Context: an optimization exercise on an open-source flow, tuned for small area, a short achievable clock period and few clock cycles. The choices shown serve that exercise and are no tape-out recipe. Where RTL was checked, it was by simulation tests only, not by an equivalence proof against the original. Power is estimated from default activity; no workload was simulated.

==> inputs of branch delta <==
## hexahedron_to_tetrahedra_split
module hexahedron_to_tetrahedra_split #(
    parameter int unsigned INDEX_WIDTH = 32
) (
    input  logic                          i_clk,
    input  logic                          i_rst_n,
    input  logic                          i_valid,
    output logic                          o_stall,
    input  logic [INDEX_WIDTH-1:0]        i_vertex_0,
    input  logic [INDEX_WIDTH-1:0]        i_vertex_1,
    input  logic [INDEX_WIDTH-1:0]        i_vertex_2,
    input  logic [INDEX_WIDTH-1:0]        i_vertex_3,
    input  logic [INDEX_WIDTH-1:0]        i_vertex_4,
    input  logic [INDEX_WIDTH-1:0]        i_vertex_5,
    input  logic [INDEX_WIDTH-1:0]        i_vertex_6,
    input  logic [INDEX_WIDTH-1:0]        i_vertex_7,
    output logic                          o_valid,
    input  logic                          i_stall,
    output logic [hts_pkg::TET_WIDTH-1:0] o_tet_a,
    output logic [hts_pkg::TET_WIDTH-1:0] o_tet_b,
    output logic [hts_pkg::TET_WIDTH-1:0] o_tet_c,
    output logic [hts_pkg::TET_WIDTH-1:0] o_tet_d,
    output logic                          o_last_of_run
);
==> flow/config.mk <==
export PLATFORM = sky130hd
export DESIGN_NAME = hexahedron_to_tetrahedra_split
export DESIGN_NICKNAME = hexahedron_to_tetrahedra_split
export VERILOG_FILES = /design/flow/design.v
export SDC_FILE = /design/flow/constraint.sdc
export NUM_CORES = 4
export LEC_CHECK = 0
export ABC_CLOCK_PERIOD_IN_PS = 3500
export CAP_MARGIN = 20
export CORE_MARGIN = 2
export CORE_UTILIZATION = 40
export SETUP_SLACK_MARGIN = 2.0
export SLEW_MARGIN = 20
==> flow/constraint.sdc <==
create_clock -name core_clock -period 6.5 [get_ports {i_clk}]
set_input_delay 1.3000 -clock core_clock [delete_from_list [all_inputs] [get_ports {i_clk}]]
set_output_delay 1.3000 -clock core_clock [all_outputs]
set_load 0.01 [all_outputs]
run.sh (not shown) runs the stock make flow with config.mk's settings and CLKGATE_MAP_FILE= SYNTH_SCRIPT=/design/flow/synth_recipe.tcl, a recipe that flattens the netlist after the stock synthesis.
==> branch quartz: changes against branch delta <==
--- a/flow/design.v
+++ b/flow/design.v
@@ -91,44 +91,14 @@
             5'b10_100: rot_map = 3'd1;
             5'b10_101: rot_map = 3'd2;
             5'b10_010: rot_map = 3'd7;
             5'b10_111: rot_map = 3'd5;
             default:   rot_map = l;
         endcase
     endfunction
-    function automatic logic [1:0] cmp8(input logic [7:0] a, input logic [7:0] b);
-        logic [7:0] l0, g0;
-        logic [3:0] l1, g1;
-        logic [1:0] l2, g2;
-        l0 = ~a & b;
-        g0 = a & ~b;
-        for (int i = 0; i < 4; i++) begin
-            l1[i] = l0[2*i+1] | (~g0[2*i+1] & l0[2*i]);
-            g1[i] = g0[2*i+1] | (~l0[2*i+1] & g0[2*i]);
-        end
-        for (int i = 0; i < 2; i++) begin
-            l2[i] = l1[2*i+1] | (~g1[2*i+1] & l1[2*i]);
-            g2[i] = g1[2*i+1] | (~l1[2*i+1] & g1[2*i]);
-        end
-        cmp8[1] = l2[1] | (~g2[1] & l2[0]);
-        cmp8[0] = g2[1] | (~l2[1] & g2[0]);
-    endfunction
-    function automatic t_nbits nbits(input t_diag d);
-        case (d)
-            3'b000:                 nbits = 2'd0;
-            3'b001, 3'b010, 3'b100: nbits = 2'd1;
-            3'b011, 3'b101, 3'b110: nbits = 2'd2;
-            default:                nbits = 2'd3;
-        endcase
-    endfunction
-    function automatic logic [7:0] onehot(input t_corner c);
-        for (int i = 0; i < 8; i++) begin
-            onehot[i] = (c == 3'(i));
-        end
-    endfunction
 endpackage
 `default_nettype wire
 `default_nettype none
 module hexahedron_to_tetrahedra_split #(
     parameter int unsigned INDEX_WIDTH = 32
 ) (
     input  logic                          i_clk,
@@ -176,30 +146,21 @@
     logic [7:0][7:0] r_eq;
     function automatic logic is_edge(input int i, input int j);
         case (i * 8 + j)
             1, 3, 4, 10, 13, 19, 22, 31, 37, 39, 46, 55: is_edge = 1'b1;
             default: is_edge = 1'b0;
         endcase
     endfunction
-    logic [7:0][7:0][1:0] w_cmp;
-    always_comb begin
-        w_cmp = '0;
-        for (int i = 0; i < 8; i++) begin
-            for (int j = i + 1; j < 8; j++) begin
-                w_cmp[i][j] = hts_pkg::cmp8(w_byte[j], w_byte[i]);
-            end
-        end
-    end
     always_ff @(posedge i_clk) begin
         if (!r_done) begin
             for (int i = 0; i < 8; i++) begin
                 for (int j = i + 1; j < 8; j++) begin
-                    r_gt[i][j] <= w_cmp[i][j][1] || (!w_cmp[i][j][0] && !w_first && r_gt[i][j]);
+                    r_gt[i][j] <= ({w_byte[j], 1'b0} < {w_byte[i], !w_first && r_gt[i][j]});
                     if (is_edge(i, j)) begin
-                        r_eq[i][j] <= !w_cmp[i][j][1] && !w_cmp[i][j][0] && (w_first || r_eq[i][j]);
+                        r_eq[i][j] <= (w_byte[i] == w_byte[j]) && (w_first || r_eq[i][j]);
                     end
                 end
             end
         end
     end
     logic [7:0]       w_win;                 
     logic [7:0][2:0]  w_dr;                  
@@ -244,17 +205,17 @@
         w_sel0 = '0;
         for (int i = 0; i < 8; i++) begin
             if (w_win[i]) begin
                 w_bits = w_bits | w_dr[i];
                 w_r    = w_r | 3'(i);
             end
             for (int c = 0; c < 4; c++) begin
-                w_sel0[c] = w_sel0[c] | ({8{w_win[i]}} & hts_pkg::onehot(hts_pkg::corner_perm(3'(i),
+                w_sel0[c] = w_sel0[c] | ({8{w_win[i]}} & (8'b1 << hts_pkg::corner_perm(3'(i),
                     hts_pkg::rot_map(hts_pkg::rot_of_bits(w_dr[i]),
-                        hts_pkg::split_tab(hts_pkg::nbits(w_dr[i]),
+                        hts_pkg::split_tab(hts_pkg::t_nbits'({1'b0, w_dr[i][0]} + {1'b0, w_dr[i][1]} + {1'b0, w_dr[i][2]}),
                                            3'd0, 2'(c))))));
             end
         end
     end
     logic [7:0][W-1:0]     r_v;
     logic                  r_vld;
     hts_pkg::t_tet_idx     r_k;
@@ -274,19 +235,19 @@
     hts_pkg::t_tet_idx s_k;
     hts_pkg::t_nbits   s_n;
     hts_pkg::t_rot     s_rot;
     logic [3:0][7:0]   s_sel;
     logic              s_last;
     always_comb begin
         s_k   = r_k + 3'd1;
-        s_n   = hts_pkg::nbits(r_bits);
+        s_n   = {1'b0, r_bits[0]} + {1'b0, r_bits[1]} + {1'b0, r_bits[2]};
         s_rot = hts_pkg::rot_of_bits(r_bits);
         for (int c = 0; c < 4; c++) begin
-            s_sel[c] = hts_pkg::onehot(hts_pkg::corner_perm(r_r,
-                       hts_pkg::rot_map(s_rot, hts_pkg::split_tab(s_n, s_k, 2'(c)))));
+            s_sel[c] = 8'b1 << hts_pkg::corner_perm(r_r,
+                       hts_pkg::rot_map(s_rot, hts_pkg::split_tab(s_n, s_k, 2'(c))));
         end
         s_last = (s_k == ((s_n == 2'd0) ? hts_pkg::TET_LAST_FIVE : hts_pkg::TET_LAST_SIX));
     end
     always_ff @(posedge i_clk) begin
         if (!i_rst_n) begin
             r_vld  <= 1'b0;
             r_cnt  <= '0;
==> flow/config.mk (replaced) <==
export PLATFORM = sky130hd
export DESIGN_NAME = hexahedron_to_tetrahedra_split
export DESIGN_NICKNAME = hexahedron_to_tetrahedra_split
export VERILOG_FILES = /design/flow/design.v
export SDC_FILE = /design/flow/constraint.sdc
export NUM_CORES = 4
export LEC_CHECK = 0
export CAP_MARGIN = 20
export CORE_MARGIN = 2
export CORE_UTILIZATION = 40
export SLEW_MARGIN = 20
==> notes <==
In branch quartz the via count is smaller than in branch delta, by about 5.5%. Of branch quartz and branch delta, branch quartz has the higher area after synthesis (gap about 1.3%, measured against branch delta). First-iteration DRC count: branch delta is larger than branch quartz (8.3%). Branch delta went through all stages and came out clean. Branch quartz completed without violations. Against branch quartz, the count of clock-buffer cells in the layout of branch delta is higher by 4. Hold slack: branch delta is lower than branch quartz (4.3 ps). Against branch delta, the wire length of branch quartz is smaller by 3.8%. Against branch delta, the sequential share of layout area of branch quartz is higher by 0.68 points.
No functional check of the RTL was part of any run of this note.


==> v5: inputs <==
Another version of the RTL of hexahedron_to_tetrahedra_split (not shown whole).
export LEC_CHECK = 0
export CAP_MARGIN = 20
export CORE_MARGIN = 2
export CORE_UTILIZATION = 50
export CTS_CLUSTER_SIZE = 30
export SETUP_SLACK_MARGIN = 3.0
export SLEW_MARGIN = 20
export BUFFER_PORTS_ARGS = -buffer_cell sky130_fd_sc_hd__buf_1
create_clock -name core_clock -period 6.5 [get_ports {i_clk}]
standard.sh (not shown) runs the stock make flow with config.mk's settings and CLKGATE_MAP_FILE= SYNTH_SCRIPT=/design/flow/synth_recipe.tcl, a recipe that flattens the netlist after the stock synthesis.
==> flow/flow/run.sh <==
#!/bin/bash
# Standard layout, with the port buffers made of plain buf_1 cells instead of
# the default delay buffers. Every tool's output goes to a log in this folder.
set -euo pipefail
echo 'export BUFFER_PORTS_ARGS = -buffer_cell sky130_fd_sc_hd__buf_1' >> config.mk
bash standard.sh > standard_flow.log 2>&1
==> v37: changes against v5 <==
--- a/flow/config.mk
+++ b/flow/config.mk
@@ -8,5 +8,5 @@
 export CAP_MARGIN = 20
 export CORE_MARGIN = 2
-export CORE_UTILIZATION = 50
+export CORE_UTILIZATION = 40
 export CTS_CLUSTER_SIZE = 30
 export SETUP_SLACK_MARGIN = 3.0
==> comparison table <==
	v5	v37
Status	complete, no violations	complete, no violations
Number of antenna violations at the first check in global routing	21	12
Vias after detailed routing	28303	28242
Iteration-0 DRC Markers	6505	5851
Clock network area share	4.86%	5.22%
Finished Cell Area	0.0276 mm^2	0.0291 mm^2
Signed area change from the synthesized netlist to the final layout	14.5%	20.6%
DP Cell Count	3326	3494
Met3 global-route usage	22.3%	20.0%
Drt via density	8.23	7.69
Maximum fanout along the worst path	32	3
Initial Util	50.6%	40.7%
Length of the first detailed-routing pass in iterations	13	10
Sequential Power Share	39.3%	37.6%
WL met3	23400 um	23400 um
Comb power frac	27.6%	27.1%
Maximum number of pins on one net before global-route repair	124	167
Share of the clock period used by the worst path	54.8%	55.9%
Hold endpoint	r_done$_SDFFE_PP0P_	r_vld$_SDFFE_PN0P_
CP endpoint	o_tet_b[12]	o_tet_c[10]
Clk power	2370 uW	2630 uW
Final setup skew	0.0220 ns	0.0245 ns
Testbench counts of v5, summed over its fixed seeds: cycles 18,491.
Testbench counts of v37, summed over its fixed seeds: cycles 18,491.

==> static timing again, ports no longer ideal <==
Ports are ideal in the flow. The routed layouts listed here were re-timed in OpenROAD.
Step 1 sets driving cells, clkbuf_16 on the clock port and buf_2 on the other inputs (assumed; they add their load-dependent delay and slew).
Step 2 adds t to the input delays and takes it off the output delays; t is the mean of the earliest and latest rising clock arrival at the registers after step 1. Input paths then give back, and output paths get back, about the clock's delay inside the block.
Three values: ideal ports, drivers, drivers and shift; two values: the first two.
run	t, ns	setup slack, ns	hold slack, ns	worst setup path at the end	worst slew at a driven data input, ns
branch delta	0.639	1.817 / 1.755 / 1.442	0.624 / 0.624 / 0.624	input to register	0.18
branch quartz	0.655	1.016 / 1.016 / 1.016	0.628 / 0.628 / 0.628	register to register	0.17
v5	0.645	2.940 / 2.880 / 2.388	0.573 / 0.573 / 0.573	input to register	0.18
v37	0.649	2.865 / 2.795 / 2.299	0.610 / 0.610 / 0.610	input to register	0.13
After both steps every run listed still meets setup and hold. The setup slack of v37, which loses most, moves by -0.070 ns with the drivers and by -0.566 ns with both steps.
